Source: an optimization exercise on an open RTL-to-GDS flow (aim: small area, a short achievable clock period and few clock cycles). Production flows keep margins and buffers that such runs may drop.
Function was checked by simulation only, so behaviour that the tests miss may differ from the original.
Power is estimated from default activity; no workload was simulated.

==> design/flow/design.v <==
`timescale 1ns / 1ps
package plr_pkg;
   localparam int MAX_PER_SEGMENT_DEF = 63;
   localparam int COORD_BITS_DEF      = 10;
   localparam int POINT_W   = 10;
   localparam int SAMPLE_W  = 18;
   localparam int FRAC_BITS = 8;
   localparam int REQ_DATA_W = 24;
   localparam int RSP_DATA_W = 40;
   localparam int RSP_USER_W = 2;
   localparam int USER_PATH_END = 0;
   localparam int USER_CLIPPED  = 1;
   localparam int  CSR_ADDR_W = 3;
   localparam int  CSR_DATA_W = 32;
   localparam logic CSR_IDX_SAMPLE_INTERVAL = 1'b0;
   localparam logic [7:0] SAMPLE_INTERVAL_RESET = 8'd5;
endpackage
`timescale 1ns / 1ps
module plr_div #(
   parameter int DW = 18,
   parameter int NW = 6
) (
   input  logic [NW-1:0] divisor,
   input  logic [NW-1:0] rem_in,
   input  logic [DW-1:0] dq_in,
   output logic [NW-1:0] rem_out,
   output logic [DW-1:0] dq_out
);
   logic [NW:0]   s1, s2;
   logic [NW-1:0] r1;
   logic          b1, b2;
   always_comb begin
      s1      = {rem_in, dq_in[DW-1]};
      b1      = s1 >= {1'b0, divisor};
      r1      = b1 ? NW'(s1 - {1'b0, divisor}) : NW'(s1);
      s2      = {r1, dq_in[DW-2]};
      b2      = s2 >= {1'b0, divisor};
      rem_out = b2 ? NW'(s2 - {1'b0, divisor}) : NW'(s2);
      dq_out  = {dq_in[DW-3:0], b1, b2};
   end
endmodule
`timescale 1ns / 1ps
module polyline_uniform_resampler #(
   parameter int MAX_PER_SEGMENT = plr_pkg::MAX_PER_SEGMENT_DEF,
   parameter int COORD_BITS      = plr_pkg::COORD_BITS_DEF
) (
   input  logic                           clock,
   input  logic                           reset,
   input  logic                           req_tvalid,
   output logic                           req_tready,
   input  logic [plr_pkg::REQ_DATA_W-1:0] req_tdata,   
   input  logic                           req_tlast,   
   output logic                           rsp_tvalid,
   input  logic                           rsp_tready,
   output logic [plr_pkg::RSP_DATA_W-1:0] rsp_tdata,   
   output logic                           rsp_tlast,   
   output logic [plr_pkg::RSP_USER_W-1:0] rsp_tuser,   
   input  logic                           psel,
   input  logic                           penable,
   input  logic                           pwrite,
   input  logic [plr_pkg::CSR_ADDR_W-1:0] paddr,
   input  logic [plr_pkg::CSR_DATA_W-1:0] pwdata,
   output logic [plr_pkg::CSR_DATA_W-1:0] prdata,
   output logic                           pready
);
   localparam int CW = 10;    
   localparam int LW = 21;    
   localparam int DW = 18;    
   localparam int NW = 6;     
   logic [7:0]  iv_ff;        
   logic [15:0] w_ff;         
   logic [7:0]  rd_ff;        
   logic        csr_wr_iv;
   assign csr_wr_iv = psel && penable && pwrite && !paddr[2];
   assign pready    = 1'b1;
   assign prdata    = {24'd0, rd_ff};
   typedef enum logic [2:0] {
      N_IDLE = 3'd0,
      N_SQ   = 3'd1,
      N_SRCH = 3'd2,
      N_HAND = 3'd3
   } n_state_t;
   n_state_t    n_st_ff;
   logic        rdy_ff;                  
   logic        cur_v_ff;                
   logic [CW-1:0] cur_x_ff, cur_y_ff;
   logic        cur_fin_ff;
   logic [CW-1:0] prev_x_ff, prev_y_ff;
   logic        have_prev_ff;
   logic [CW-1:0] mag_x_ff, mag_y_ff;
   logic        neg_x_ff, neg_y_ff;
   logic        jfin_ff;                 
   logic        wmode_ff;                
   logic        wpend_ff;                
   n_state_t    n_st_nx;
   logic        wmode_nx, wpend_nx, have_prev_nx, cur_v_nx;
   logic [2:0]  k_ff;                    
   logic [LW-1:0] a_ff;                  
   logic [LW-1:0] c_ff;                  
   logic [6:0]  n_ff;                    
   logic        b_v_ff;                  
   logic        b_done_ff;               
   logic [3:0]  b_cnt_ff;                
   logic [CW-1:0] b_base_x_ff, b_base_y_ff;
   logic [DW-1:0] b_dq_x_ff, b_dq_y_ff;
   logic [NW-1:0] b_rem_x_ff, b_rem_y_ff;
   logic [NW-1:0] b_num_ff;
   logic        b_clip_ff, b_fin_ff, b_neg_x_ff, b_neg_y_ff;
   logic        o_v_ff;                  
   logic [DW-1:0] o_x_ff, o_y_ff;        
   logic        o_last_ff, o_end_ff, o_clip_ff;
   logic        c_fin_ff, c_clip_ff, c_neg_x_ff, c_neg_y_ff;
   logic [NW-1:0] c_left_ff;             
   logic [NW-1:0] c_num_ff;
   logic [DW-1:0] c_q_x_ff, c_q_y_ff;
   logic [NW-1:0] c_r_x_ff, c_r_y_ff;
   logic [NW-1:0] c_e_x_ff, c_e_y_ff;    
   logic        c_w_x_ff, c_w_y_ff;      
   logic req_fire;
   logic n_free;       
   logic n_hand;       
   logic c_take;       
   logic c_adv;        
   assign req_fire   = req_tvalid && rdy_ff;
   assign req_tready = rdy_ff;
   logic [CW:0]   dx_s, dy_s;
   logic [CW-1:0] dx_m, dy_m;
   logic          zero_len;
   logic [1:0]    dig_x, dig_y;
   logic [LW-1:0] sq_sum;
   logic [27:0]   wb;
   logic          wb_ovf;
   logic [LW+1:0] t_srch;
   logic          srch_ok;
   logic          n_zero;
   logic [NW-1:0] n_num;
   logic [CW-1:0] hand_bx, hand_by;
   assign dx_s     = {1'b0, cur_x_ff} - {1'b0, prev_x_ff};
   assign dy_s     = {1'b0, cur_y_ff} - {1'b0, prev_y_ff};
   assign dx_m     = dx_s[CW] ? CW'(-dx_s) : dx_s[CW-1:0];
   assign dy_m     = dy_s[CW] ? CW'(-dy_s) : dy_s[CW-1:0];
   assign zero_len = (cur_x_ff == prev_x_ff) && (cur_y_ff == prev_y_ff);
   always_comb begin
      unique case (k_ff)
         3'd0:    begin dig_x = mag_x_ff[9:8]; dig_y = mag_y_ff[9:8]; end
         3'd1:    begin dig_x = mag_x_ff[7:6]; dig_y = mag_y_ff[7:6]; end
         3'd2:    begin dig_x = mag_x_ff[5:4]; dig_y = mag_y_ff[5:4]; end
         3'd3:    begin dig_x = mag_x_ff[3:2]; dig_y = mag_y_ff[3:2]; end
         default: begin dig_x = mag_x_ff[1:0]; dig_y = mag_y_ff[1:0]; end
      endcase
   end
   assign sq_sum = LW'({a_ff, 2'b00})
                   + (dig_x[1] ? LW'({mag_x_ff, 1'b0}) : LW'(0)) + (dig_x[0] ? LW'(mag_x_ff) : LW'(0))
                   + (dig_y[1] ? LW'({mag_y_ff, 1'b0}) : LW'(0)) + (dig_y[0] ? LW'(mag_y_ff) : LW'(0));
   assign wb      = 28'(w_ff) << {k_ff, 1'b0};
   assign wb_ovf  = |wb[27:LW];
   assign t_srch  = {2'b00, a_ff} - {2'b00, c_ff} - {2'b00, wb[LW-1:0]};
   assign srch_ok = !t_srch[LW+1] && !wb_ovf;
   assign n_zero  = a_ff < LW'(w_ff);
   assign n_num   = n_ff[6] ? NW'(MAX_PER_SEGMENT) : n_ff[NW-1:0];
   assign hand_bx = (n_num == '0) ? prev_x_ff : (neg_x_ff ? prev_x_ff + mag_x_ff : prev_x_ff - mag_x_ff);
   assign hand_by = (n_num == '0) ? prev_y_ff : (neg_y_ff ? prev_y_ff + mag_y_ff : prev_y_ff - mag_y_ff);
   assign n_free = cur_v_ff && (n_st_ff == N_IDLE) && !wmode_ff && !wpend_ff;
   assign n_hand = (n_st_ff == N_HAND) && !b_v_ff && !((n_num == '0) && !jfin_ff);
   always_comb begin
      n_st_nx      = n_st_ff;
      wmode_nx     = wmode_ff;
      wpend_nx     = wpend_ff || csr_wr_iv;
      have_prev_nx = have_prev_ff;
      cur_v_nx     = req_fire || (cur_v_ff && !n_free);
      unique case (n_st_ff)
         N_IDLE: begin
            if (wpend_ff) begin
               wpend_nx = csr_wr_iv;
               wmode_nx = 1'b1;
               n_st_nx  = N_SQ;
            end else if (n_free) begin
               if (!have_prev_ff) begin
                  have_prev_nx = 1'b1;
                  if (cur_fin_ff) n_st_nx = N_HAND;
               end else if (zero_len) begin
                  if (cur_fin_ff) n_st_nx = N_HAND;
               end else begin
                  n_st_nx = N_SQ;
               end
            end
         end
         N_SQ: begin
            if (k_ff == 3'd4) begin
               wmode_nx = 1'b0;
               n_st_nx  = wmode_ff ? N_IDLE : N_SRCH;
            end
         end
         N_SRCH: begin
            if ((k_ff == 3'd0) || ((k_ff == 3'd6) && (srch_ok || n_zero))) n_st_nx = N_HAND;
         end
         N_HAND: begin
            if ((n_num == '0) && !jfin_ff) begin
               n_st_nx = N_IDLE;
            end else if (!b_v_ff) begin
               n_st_nx = N_IDLE;
               if (jfin_ff) have_prev_nx = 1'b0;
            end
         end
         default: n_st_nx = N_IDLE;
      endcase
   end
   logic [DW-1:0] b_dq_x_nx, b_dq_y_nx;
   logic [NW-1:0] b_rem_x_nx, b_rem_y_nx;
   plr_div #(.DW(DW), .NW(NW)) u_div_x (
      .divisor (b_num_ff),
      .rem_in  (b_rem_x_ff),
      .dq_in   (b_dq_x_ff),
      .rem_out (b_rem_x_nx),
      .dq_out  (b_dq_x_nx)
   );
   plr_div #(.DW(DW), .NW(NW)) u_div_y (
      .divisor (b_num_ff),
      .rem_in  (b_rem_y_ff),
      .dq_in   (b_dq_y_ff),
      .rem_out (b_rem_y_nx),
      .dq_out  (b_dq_y_nx)
   );
   logic short_div;
   assign short_div = (w_ff[15:10] == 6'd0);
   logic          c_last_now;
   logic [NW-1:0] c_left_nx;
   logic [NW:0]   ex_sum, ey_sum;
   logic          ex_wrap, ey_wrap;
   logic [DW-1:0] step_x, step_y;
   assign c_last_now = (c_left_ff == '0);
   assign c_take = b_v_ff && b_done_ff && (!o_v_ff || (rsp_tready && c_last_now));
   assign c_adv  = o_v_ff && rsp_tready && !c_last_now;
   assign c_left_nx = c_left_ff - NW'(1);
   assign ex_sum  = {1'b0, c_e_x_ff} + {1'b0, c_r_x_ff};
   assign ey_sum  = {1'b0, c_e_y_ff} + {1'b0, c_r_y_ff};
   assign ex_wrap = ex_sum >= {1'b0, c_num_ff};
   assign ey_wrap = ey_sum >= {1'b0, c_num_ff};
   assign step_x  = o_x_ff + (c_q_x_ff ^ {DW{c_neg_x_ff}}) + DW'(c_w_x_ff ^ c_neg_x_ff);
   assign step_y  = o_y_ff + (c_q_y_ff ^ {DW{c_neg_y_ff}}) + DW'(c_w_y_ff ^ c_neg_y_ff);
   always_ff @(posedge clock) begin
      rd_ff <= paddr[2] ? 8'd0 : iv_ff;
      if (reset) begin
         iv_ff <= plr_pkg::SAMPLE_INTERVAL_RESET;
         w_ff  <= 16'd25;
      end else begin
         if (csr_wr_iv) iv_ff <= pwdata[7:0];
         if (wmode_ff && (n_st_ff == N_SQ) && (k_ff == 3'd4)) w_ff <= sq_sum[15:0];
      end
      if (reset) begin
         n_st_ff      <= N_IDLE;
         rdy_ff       <= 1'b0;
         cur_v_ff     <= 1'b0;
         have_prev_ff <= 1'b0;
         wmode_ff     <= 1'b0;
         wpend_ff     <= 1'b0;
      end else begin
         n_st_ff      <= n_st_nx;
         rdy_ff       <= !cur_v_nx || ((n_st_nx == N_IDLE) && !wmode_nx && !wpend_nx);
         cur_v_ff     <= cur_v_nx;
         have_prev_ff <= have_prev_nx;
         wmode_ff     <= wmode_nx;
         wpend_ff     <= wpend_nx;
      end
      unique case (n_st_ff)
         N_IDLE: begin
            if (wpend_ff) begin
               k_ff     <= 3'd0;
               a_ff     <= '0;
               mag_x_ff <= (iv_ff == 8'd0) ? CW'(1) : CW'(iv_ff);
               mag_y_ff <= '0;
            end else if (n_free) begin
               prev_x_ff <= cur_x_ff;
               prev_y_ff <= cur_y_ff;
               jfin_ff   <= cur_fin_ff;
               mag_x_ff  <= dx_m;
               mag_y_ff  <= dy_m;
               neg_x_ff  <= dx_s[CW];
               neg_y_ff  <= dy_s[CW];
               k_ff      <= 3'd0;
               a_ff      <= '0;
               n_ff      <= '0;
            end
         end
         N_SQ: begin
            a_ff <= sq_sum;
            k_ff <= (k_ff == 3'd4) ? 3'd6 : k_ff + 3'd1;
            c_ff <= '0;
         end
         N_SRCH: begin
            k_ff <= k_ff - 3'd1;
            c_ff <= srch_ok ? LW'((c_ff >> 1) + wb[LW-1:0]) : (c_ff >> 1);
            if (srch_ok) a_ff <= t_srch[LW-1:0];
            n_ff[k_ff] <= srch_ok && !((k_ff == 3'd6) && n_zero);
         end
         default: begin
         end
      endcase
      if (req_fire) begin
         cur_x_ff   <= req_tdata[CW-1:0];
         cur_y_ff   <= req_tdata[2*CW-1:CW];
         cur_fin_ff <= req_tlast;
      end
      if (reset) begin
         b_v_ff <= 1'b0;
      end else if (n_hand) begin
         b_v_ff <= 1'b1;
      end else if (c_take) begin
         b_v_ff <= 1'b0;
      end
      if (n_hand) begin
         b_base_x_ff <= hand_bx;
         b_base_y_ff <= hand_by;
         b_num_ff    <= n_num;
         b_clip_ff   <= n_ff[6];
         b_fin_ff    <= jfin_ff;
         b_neg_x_ff  <= neg_x_ff;
         b_neg_y_ff  <= neg_y_ff;
         if (n_num == '0) begin
            b_done_ff <= 1'b1;
            b_cnt_ff  <= '0;
         end else if (short_div || n_ff[6]) begin
            b_done_ff  <= 1'b0;
            b_cnt_ff   <= 4'd7;
            b_rem_x_ff <= NW'(mag_x_ff[9:6]);
            b_rem_y_ff <= NW'(mag_y_ff[9:6]);
            b_dq_x_ff  <= {mag_x_ff[5:0], 12'd0};
            b_dq_y_ff  <= {mag_y_ff[5:0], 12'd0};
         end else begin
            b_done_ff  <= 1'b0;
            b_cnt_ff   <= 4'd9;
            b_rem_x_ff <= '0;
            b_rem_y_ff <= '0;
            b_dq_x_ff  <= {mag_x_ff, 8'd0};
            b_dq_y_ff  <= {mag_y_ff, 8'd0};
         end
      end else if (b_v_ff && !b_done_ff) begin
         b_rem_x_ff <= b_rem_x_nx;
         b_rem_y_ff <= b_rem_y_nx;
         b_dq_x_ff  <= b_dq_x_nx;
         b_dq_y_ff  <= b_dq_y_nx;
         b_cnt_ff   <= b_cnt_ff - 4'd1;
         if (b_cnt_ff == 4'd1) b_done_ff <= 1'b1;
      end
      if (reset) begin
         o_v_ff <= 1'b0;
      end else if (c_take) begin
         o_v_ff <= 1'b1;
      end else if (rsp_tready && c_last_now) begin
         o_v_ff <= 1'b0;
      end
      if (c_take) begin
         o_x_ff     <= {b_base_x_ff, 8'd0};
         o_y_ff     <= {b_base_y_ff, 8'd0};
         o_last_ff  <= (b_num_ff == '0) || ((b_num_ff == NW'(1)) && !b_fin_ff);
         o_end_ff   <= (b_num_ff == '0);
         o_clip_ff  <= b_clip_ff && (b_num_ff != '0);
         c_left_ff  <= b_num_ff + NW'(b_fin_ff) - NW'(1);
         c_num_ff   <= b_num_ff;
         c_fin_ff   <= b_fin_ff;
         c_clip_ff  <= b_clip_ff;
         c_neg_x_ff <= b_neg_x_ff;
         c_neg_y_ff <= b_neg_y_ff;
         c_q_x_ff   <= b_dq_x_ff;
         c_q_y_ff   <= b_dq_y_ff;
         c_r_x_ff   <= b_rem_x_ff;
         c_r_y_ff   <= b_rem_y_ff;
         c_e_x_ff   <= b_rem_x_ff;
         c_e_y_ff   <= b_rem_y_ff;
         c_w_x_ff   <= 1'b0;
         c_w_y_ff   <= 1'b0;
      end else if (c_adv) begin
         o_x_ff     <= step_x;
         o_y_ff     <= step_y;
         o_last_ff  <= (c_left_nx == '0);
         o_end_ff   <= c_fin_ff && (c_left_nx == '0);
         o_clip_ff  <= c_clip_ff && !(c_fin_ff && (c_left_nx == '0));
         c_left_ff  <= c_left_nx;
         c_w_x_ff   <= ex_wrap;
         c_w_y_ff   <= ey_wrap;
         c_e_x_ff   <= ex_wrap ? NW'(ex_sum - {1'b0, c_num_ff}) : NW'(ex_sum);
         c_e_y_ff   <= ey_wrap ? NW'(ey_sum - {1'b0, c_num_ff}) : NW'(ey_sum);
      end
   end
   assign rsp_tvalid = o_v_ff;
   assign rsp_tdata  = {4'd0, o_y_ff, o_x_ff};
   assign rsp_tlast  = o_last_ff;
   assign rsp_tuser  = {o_clip_ff, o_end_ff};
endmodule
==> design/flow/run.sh <==
#!/bin/bash
# synth_recipe.tcl (not shown) runs the flow's synth.tcl, then flattens the netlist and writes it again
# the make line also repeats each setting of config.mk as NAME=value (left out here)
make -C /OpenROAD-flow-scripts/flow DESIGN_CONFIG=/design/flow/config.mk WORK_HOME=/design/flow/orfs CLKGATE_MAP_FILE= SYNTH_SCRIPT=/design/flow/synth_recipe.tcl finish
==> design/flow/config.mk <==
export PLATFORM = sky130hd
export DESIGN_NAME = polyline_uniform_resampler
export DESIGN_NICKNAME = polyline_uniform_resampler
export VERILOG_FILES = /design/flow/design.v
export SDC_FILE = /design/flow/constraint.sdc
export NUM_CORES = 4
export LEC_CHECK = 0
export ABC_CLOCK_PERIOD_IN_PS = 3000
export CAP_MARGIN = 20
export CORE_MARGIN = 2
export CORE_UTILIZATION = 40
export SLEW_MARGIN = 20
==> design/flow/constraint.sdc <==
create_clock -name core_clock -period 11.0 [get_ports {clock}]
set_input_delay 2.2000 -clock core_clock [delete_from_list [all_inputs] [get_ports {clock}]]
set_output_delay 2.2000 -clock core_clock [all_outputs]
set_load 0.01 [all_outputs]
==> summary.txt, run 1 <==
Worst setup path
  • Crit Path Class: reg -> reg
  • Cell Chain, Critical Path: inv_2 > ha_1 > ha_1 > nor2_1 > o21ai_1 > o21ai_0 > a221oi_1 > nor2_1 > nand2_1 > fa_1 > inv_1 > fa_1 > fa_1 > ha_1 > fa_1 > a21o_1 > a21oi_1 > o21a_1 > o21ai_0 > a31o_2 > a21oi_1 > nor2b_1 > xnor2_1 > o22ai_1
  • CP dominant cell by count: fa_1
  • Req. time, crit path: 11.31 ns
  • CP Capture Type: register
  • CP max-delay cell: edfxtp_1
  • Worst-path fanout max: 25
  • Startpoint Class: register
  • Critical path's largest stage delay: 1.05 ns
  • Arr. time, crit path: 7.83 ns

Die
  • Initial Utilization: 40.5%
  • Core footprint: 0.0631 mm2
  • Vert. Die Dim: 257 um
  • Horiz. Die Dim: 257 um
  • # rows: 92
  • I/O Pins: 145
  • Die footprint: 0.0659 mm2

Timing
  • Final WS setup: 3.49 ns
  • Fmax: 133 MHz
  • Worst-margin pin slew: 1.06 ns
  • Max-slew violations: 0
  • Max-Slew Margin vs Limit: 29.4%
  • Final setup viols: 0
  • Setup TNS: 0 ns
  • Worst clock skew: 0.0246 ns
  • Final Cycle Share: 68.3%
  • Endpoints failing hold: 0
  • Crit path time final: 7.51 ns
  • RSZ-0062 raised after global routing: no

Placement
  • Dpl ws: 3.59 ns
  • Placer Congestion: 0.902
  • Port bufs: 85
  • Post-DP HPWL: 48200 um

Clock tree
  • Post_cts resized: 0
  • Worst-Skew Late Latency: 0.60 ns
  • CTS H-tree depth: 2
  • # hold bufs at CTS: 0
  • TritonCTS Buffers: 44
  • Clk slew on worst S/H paths: 0.06 ns
  • Root Driver: clkbuf_16
  • CTS tree: yes
  • Post CTS Setup Buffer Count: 0
  • TritonCTS Sinks: 358
  • Clock Path Buffers: 3

Global route
  • Initial antenna violation count: 0
  • GRT Overall Usage: 19.5%
  • Largest net degree at the start of global routing: 78
  • Gr ovfl total: 0
  • Vias in the first global route: 18900
  • First-pass GRT wire length: 103000 um

Job
  • Max_cap viols: 0

Yosys
  • Synth Register Bits: 358
  • Mapped Cells: 2652
  • Netlist Area Pre-Place: 0.0255 mm2
  • Sequential share of the synthesized area: 39.8%
  • Avg Cell Area, Syn: 9.63 um2
  • YS warnings: 2
  • Main synth FF type: edfxtp_1
  • FFs w/ async S/R, synth: 0%
  • Post-synth cell types: 82
  • EDFF count, synth: 298

Route
  • Post-DRT Antenna Nets: 0
  • DRT iter0 DRCs: 1544
  • DRC: 0
  • Via/cell ratio: 5.41
  • Initial DRT Pass Iterations: 5
  • Via count: 19500
  • Routed WL per cell: 18.1 um
  • Final WL: 65100 um

Cells and area
  • Nets@finish: 3063
  • Area of the multi-input gates: 0.0142 mm2
  • Share of layout cells above drive strength 1: 5.60%
  • Register area: 0.0101 mm2
  • N_diodes: 0
  • Area delta synth->final: 12.6%
  • Fillers: 5997

Hold path
  • Type of the most critical hold path: reg -> reg

Pwr
  • LEAKAGE: 11.7 nW
  • VDD IR-drop max: 0.108 mV
  • Pwr Density: 147 mW/mm2

Status
  • Status: finished clean
cell type report:
type	count	share of cell area [%]
Inverter	208	2.72
Multi-Input combinational cell	2000	49.2
Sequential cell	358	35.3
Clock buffer	56	4.46
Tap cell	846	3.68
Clock inverter	24	1.06
Timing Repair Buffer	106	3.53
kinds of logic (layout without fill, tap and decap cells):
logic type | Yosys count | after routing | synth area share [%]
AOI/OAI and AO/OA | 629 | 629 | 15.5
xor gates and xnor gates | 222 | 222 | 7.62
adders and majority gates | 278 | 278 | 15.0
buffers and inverters | 322 | 394 | 5.28
DFF | 358 | 358 | 39.8
muxes | 70 | 70 | 2.94
other | 2 | 30 | 0.0294
and+or+nand+nor | 771 | 771 | 13.9
synthesized netlist by cell type, types with 7 or more instances:
library cell    n  area [um2]
xor2_1        103         902
o21bai_1       24         180
o31a_1         11        96.3
nor4_1          7        43.8
or2_2          15        93.8
nand3_1        65         325
a31oi_1        28         175
nor3_1         44         220
buf_1          11        41.3
nor2_1        218         818
a211oi_1       21         158
nand2_1       265         995
nand2b_1       26         163
mux2_2         22         248
nor2b_1        41         257
mux2i_1        45         450
clkbuf_1       64         240
inv_1         205         769
nand4_1        12        75.1
and3_1         15        93.8
or4_1           7        52.6
and2_1         23         144
ha_1          231        2890
a21boi_0       14         105
xnor2_1       119        1040
o21a_1         30         225
edfxtp_1      298        8950
fa_1           47         941
o32ai_1         8        70.1
a21oi_1       185         926
o21ai_0       159         796
o31ai_1        18         135
or3_1           8        50.1
a211o_1         9        78.8
dfxtp_1        60        1200
buf_4          31         233
o22ai_1        16         100
a21o_1         53         398
flip-flops by register name, indices dropped and copies added, names as in the netlist, 16 cells and up:
signal	count
a_ff	21
b_dq_x_ff	18
b_dq_y_ff	18
c_ff	21
c_q_x_ff	18
c_q_y_ff	18
o_x_ff	18
o_y_ff	18
w_ff	16
layer usage:
metal	global-route usage [%]	wire length, um	vias to the layer above
li1	-	-	9502
met1	27.5	30400	9299
met2	30.9	29400	553
met3	2.96	3790	103
met4	5.73	1570	0
met5	0	0	-
critical path, delay by kind of cell, from the launching register on:
family          cells  cell delay [ns]
compound gates     10             1.87
xor+xnor            1             0.20
fa+ha+maj           7             2.88
buf+inv             2             0.33
flops               1             1.05
simple gates        4             0.91
cell usage in the layout (no fill, tap or decap), types with 41 or more instances in the layout:
cell type	instances
inv_1	204
nand3_1	65
nor2_1	218
clkdlybuf4s50_1	85
a21o_1	53
nor3_1	43
dfxtp_1	60
ha_1	231
mux2i_1	45
clkbuf_16	49
o21ai_0	159
nand2_1	263
xor2_1	103
nor2b_1	41
edfxtp_1	298
xnor2_1	119
fa_1	47
a21oi_1	185
report_power, final:
group          internal [mW]  switching [mW]  total, mW  leakage (nW)
sequential              1.52          0.0546       1.57          3.21
clock                  0.951           0.640       1.59         0.776
combinational          0.448           0.627       1.07          7.67
metrics by stage:
| step | power (mW) | instance area, um2 | hold slack [ns] | cells | utilization [%] |
|---|---|---|---|---|---|
| final | 4.24 | 28800 | 0.420 | 3598 | 45.6 |
| after global routing | 4.46 | 28800 | 0.428 | 3598 | 45.6 |
| after floorplan | 2.38 | 25600 | 0.400 | 2680 | - |
| after detailed placement | 2.66 | 27200 | 0.409 | 3518 | 43.1 |
| after global placement | 2.64 | 27100 | 0.409 | 3517 | 43.0 |
| after CTS | 4.27 | 28700 | 0.421 | 3598 | 45.6 |
final timing paths:
path / from / endpoint / slack (ns) / depth (start not counted)
max reg2reg: k_ff[1] / a_ff[15] / 3.49 / 24
max: k_ff[1] / a_ff[15] / 3.49 / 24
min: b_neg_y_ff / c_neg_y_ff / 0.42 / 0
min reg2reg: b_neg_y_ff / c_neg_y_ff / 0.42 / 0
Testbench counts, summed over its fixed seeds: cycles 42,000.
==> run 2: changes to the inputs <==
--- a/design/flow/config.mk
+++ b/design/flow/config.mk
@@ -9,4 +9,6 @@
 export CAP_MARGIN = 20
 export CORE_MARGIN = 2
 export CORE_UTILIZATION = 40
+export SETUP_SLACK_MARGIN = 5
 export SLEW_MARGIN = 20
+export TNS_END_PERCENT = 100
==> summary.txt, run 2 <==
Die
  • Core footprint: 0.0631 mm2 (unchanged)
  • # rows: 92 (unchanged)
  • I/O Pins: 145 (unchanged)
  • Horiz. Die Dim: 257 um (unchanged)
  • Die footprint: 0.0659 mm2 (unchanged)
  • Initial Utilization: 40.5% (unchanged)
  • Vert. Die Dim: 257 um (unchanged)

Timing
  • Crit path time final: 5.76 ns (-1.75 ns)
  • Setup TNS: 0 ns (unchanged)
  • Worst clock skew: 0.0300 ns (+0.00542 ns)
  • Max-Slew Margin vs Limit: 33.2% (+3.7 points)
  • Fmax: 173 MHz (+30%)
  • Worst-margin pin slew: 1.00 ns (-0.0586 ns)
  • RSZ-0062 raised after global routing: no
  • Max-slew violations: 0 (unchanged)
  • Final Cycle Share: 52.4% (-16 points)
  • Final setup viols: 0 (unchanged)
  • Endpoints failing hold: 0 (unchanged)

Route
  • Final WL: 65500 um (+0.52%)
  • DRT iter0 DRCs: 1489 (-3.6%)
  • Initial DRT Pass Iterations: 5 (unchanged)
  • Routed WL per cell: 18.1 um (about the same)
  • Via/cell ratio: 5.41 (about the same)
  • Post-DRT Antenna Nets: 0 (unchanged)
  • DRC: 0 (unchanged)
  • Via count: 19500 (+0.38%)

Global route
  • First-pass GRT wire length: 104000 um (+0.39%)
  • Gr ovfl total: 0 (unchanged)
  • Initial antenna violation count: 0 (unchanged)
  • Largest net degree at the start of global routing: 78 (unchanged)
  • GRT Overall Usage: 19.6% (+0.073 points)
  • Vias in the first global route: 19000 (+0.50%)

Placement
  • Placer Congestion: 0.902 (unchanged)
  • Port bufs: 85 (unchanged)
  • Post-DP Area: 0.0272 mm2 (unchanged)
  • Post-DP HPWL: 48200 um (unchanged)

Cells and area
  • Share of layout cells above drive strength 1: 6.98% (+1.4 points)
  • Largest registers: a_ff: 21 flops, c_ff: 21 flops
  • Register area: 0.0101 mm2 (unchanged)
  • N_diodes: 0 (unchanged)
  • Area delta synth->final: 13.7%
  • Post-layout instance area: 0.0290 mm2 (+0.93%)
  • Commonest non-fill, non-tap cell in the layout: edfxtp_1
  • Fillers: 5965 (-0.53%)
  • Area of the multi-input gates: 0.0143 mm2 (+0.89%)
  • Final Util: 46.0% (+0.42 points)
  • Most frequent cells in the layout: edfxtp_1, nand2_1, ha_1
  • Nets@finish: 3078 (+0.49%)

Pwr
  • Pwr Density: 148 mW/mm2 (+0.40%)
  • VDD IR-drop max: 0.109 mV (+0.55%)
  • Net Sw Frac: 31.3% (+0.15 points)
  • LEAKAGE: 11.7 nW (+0.67%)
  • Power share of the clock group: 37.1% (-0.5 points)
  • Psw: 1.35 mW (+1.8%)
  • Sequential group share of total power: 36.6% (-0.5 points)
  • Combinational fraction of design power: 26.3% (+0.9 points)
  • Internal Power: 2.95 mW (+1.1%)

Worst setup path
  • Crit Path Class: reg -> reg
  • CP Capture Type: register
  • Arr. time, crit path: 6.08 ns (-1.75 ns)
  • R2R cell count: 24 (unchanged)
  • Reg2reg setup slack: 5.24 ns (+1.75 ns)
  • R2r endpoint: a_ff[15]
  • CP startpoint: k_ff[0]
  • Req. time, crit path: 11.31 ns (about the same)
  • Worst-path fanout max: 29 (+16%)
  • Reg2reg start: k_ff[0]
  • Crit path capture: a_ff[15]
  • Startpoint Class: register

Yosys
  • Xor/xnor share of the synthesized area: 7.62% (unchanged)
  • Post-synth cell types: 82 (unchanged)
  • Sequential share of the synthesized area: 39.8% (unchanged)
  • Synth Register Bits: 358 (unchanged)
  • YS warnings: 2 (unchanged)
  • Post-synthesis mux area share: 2.94% (unchanged)
  • Yosys top cell area share: 35.1% (unchanged)
  • Largest family of logic cells by synthesized area: compound AO/OA/AOI/OAI gates
  • EDFF count, synth: 298 (unchanged)
  • Compound-Gate Fraction of Synth Area: 15.5% (unchanged)
  • Top cell types by occurrence after synthesis: edfxtp_1, nand2_1, ha_1, nor2_1, inv_1
  • Mapped Cells: 2652 (unchanged)
  • Netlist Area Pre-Place: 0.0255 mm2 (unchanged)
  • Area leader, netlist: edfxtp_1
  • Most frequent cell after synthesis: edfxtp_1
  • FFs w/ async S/R, synth: 0% (unchanged)
  • Synth area leaders: edfxtp_1, ha_1, dfxtp_1
  • Post-Synth Adder-Cell Area: 15.0% (unchanged)
  • Main synth FF type: edfxtp_1
  • Avg Cell Area, Syn: 9.63 um2 (unchanged)
  • Post-synthesis simple-gate area fraction: 13.9% (unchanged)

Clock tree
  • Clk slew on worst S/H paths: 0.06 ns (about the same)
  • Clock Path Buffers: 3 (unchanged)
  • CTS tree: yes
  • Worst-Skew Late Latency: 0.60 ns (about the same)
  • TritonCTS Buffers: 44 (unchanged)
  • CTS H-tree depth: 2 (unchanged)
  • TritonCTS Sinks: 358 (unchanged)
  • Root Driver: clkbuf_16

Hold path
  • Type of the most critical hold path: reg -> reg

Status
  • Status: finished clean

Job
  • Max_cap viols: 0 (unchanged)
run 2: cell count changes in the layout (fill, tap and decap cells not counted), sizes merged:
cell and change:
inv -2, clkinvlp +2, buf +15
run 2: cell families (layout without fill, tap and decap cells):
| group | count (synthesis) | after routing |
|---|---|---|
| xor+xnor | 222 | 222 |
| simple gates | 771 | 771 |
| other cells | 2 | 30 |
| flops | 358 | 358 |
| mux | 70 | 70 |
| buf+inv | 322 | 409 |
| fa+ha+maj | 278 | 278 |
| compound gates | 629 | 629 |
run 2: metal layers:
| metal | vias up | part of all wire, % | routed length, um | GRT usage (%) |
|---|---|---|---|---|
| met5 | - | 0 | 0 | 0 |
| met1 | 9325 | 47 | 30500 | 27.6 |
| met3 | 115 | 6.1 | 4000 | 3.07 |
| met2 | 552 | 45 | 29300 | 30.8 |
| met4 | 0 | 2.6 | 1730 | 5.89 |
| li1 | 9538 | - | - | - |
run 2: metrics by stage:
stage / hold slack [ns] / setup slack [ns] / std cells / total power [mW]
after CTS: 0.421 / 5.04 / 3609 / 4.29
after global placement: 0.409 / 3.67 / 3517 / 2.64
after global routing: 0.428 / 4.98 / 3613 / 4.52
final: 0.418 / 5.24 / 3613 / 4.30
after floorplan: 0.400 / 5.01 / 2680 / 2.38
after detailed placement: 0.409 / 3.59 / 3518 / 2.66
run 2: worst min path at each step:
stage / endpoint / start / cells after the start / slack, ns
floorplan: c_neg_x_ff / b_neg_x_ff / 0 / 0.40
CTS: c_neg_y_ff / b_neg_y_ff / 0 / 0.42
detailed placement: c_neg_y_ff / b_neg_y_ff / 0 / 0.41
global route: c_neg_x_ff / b_neg_x_ff / 0 / 0.43
global placement: c_neg_x_ff / b_neg_x_ff / 0 / 0.41
finish: c_neg_y_ff / b_neg_y_ff / 0 / 0.42
run 2: cell type report:
class / count / share of cell area (%)
tap: 846 / 3.65
multi-input combinational: 2000 / 49.2
timing repair buffer: 121 / 3.96
clock inverter: 24 / 1.05
sequential: 358 / 35.0
inverter: 208 / 2.72
clock buffer: 56 / 4.42
run 2: critical path: stages (launching register included):
cell,delay (ns)
edfxtp_1,0.43
buf_12,0.20
ha_1,0.25
ha_4,0.21
nor2_2,0.11
o21ai_2,0.08
o21ai_0,0.11
a221oi_2,0.07
nor2_2,0.22
nand2_1,0.11
fa_1,0.55
inv_1,0.05
fa_1,0.59
fa_1,0.45
ha_2,0.23
fa_2,0.36
a21o_1,0.20
a21oi_4,0.16
o21a_1,0.15
o21ai_0,0.12
a31o_2,0.29
a21oi_4,0.19
nor2b_1,0.08
xnor2_1,0.20
o22ai_1,0.10
run 2: power by group through the flow:
stage          Clock [mW]  Sequential (mW)  Combinational (mW)
6_report             1.60             1.57                1.13
5_1_grt              1.68             1.58                1.26
4_1_cts              1.63             1.57                1.10
3_5_place_dp            0             1.60                1.06
3_3_place_gp            0             1.60                1.04
2_1_floorplan           0             1.57               0.804
run 2: repair_timing:
| item | CTS | global route |
|---|---|---|
| buffers inserted | 11 | 4 |
| endpoints found under the setup margin | 25 | 14 |
| hold buffers | 0 | 0 |
| gates cloned | 0 | 0 |
| pin swaps | 3 | 9 |
| gates resized for setup | 16 | 18 |

## separate check: timing with driven ports
No port has a modelled driver above. Below, the same layouts with a new extraction and two added sets of constraints.
Step 1 assumes that a clkbuf_16 drives the clock port and a buf_2 every other input.
Step 2 adds t to the input delays and takes it off the output delays; t is the mean of the earliest and latest rising clock arrival at the registers after step 1. Input paths then give back, and output paths get back, about the clock's delay inside the block.
a / b / c = ideal ports / drivers / drivers and shift; a / b = the first two.
run | shift t [ns] | slack for setup (ns) | worst setup path after step 2
run 1 | 0.643 | 3.487 / 3.487 / 3.487 | register to register
run 2 | 0.643 | 5.235 / 5.235 / 5.235 | register to register
After both steps setup and hold are still met in every run listed.
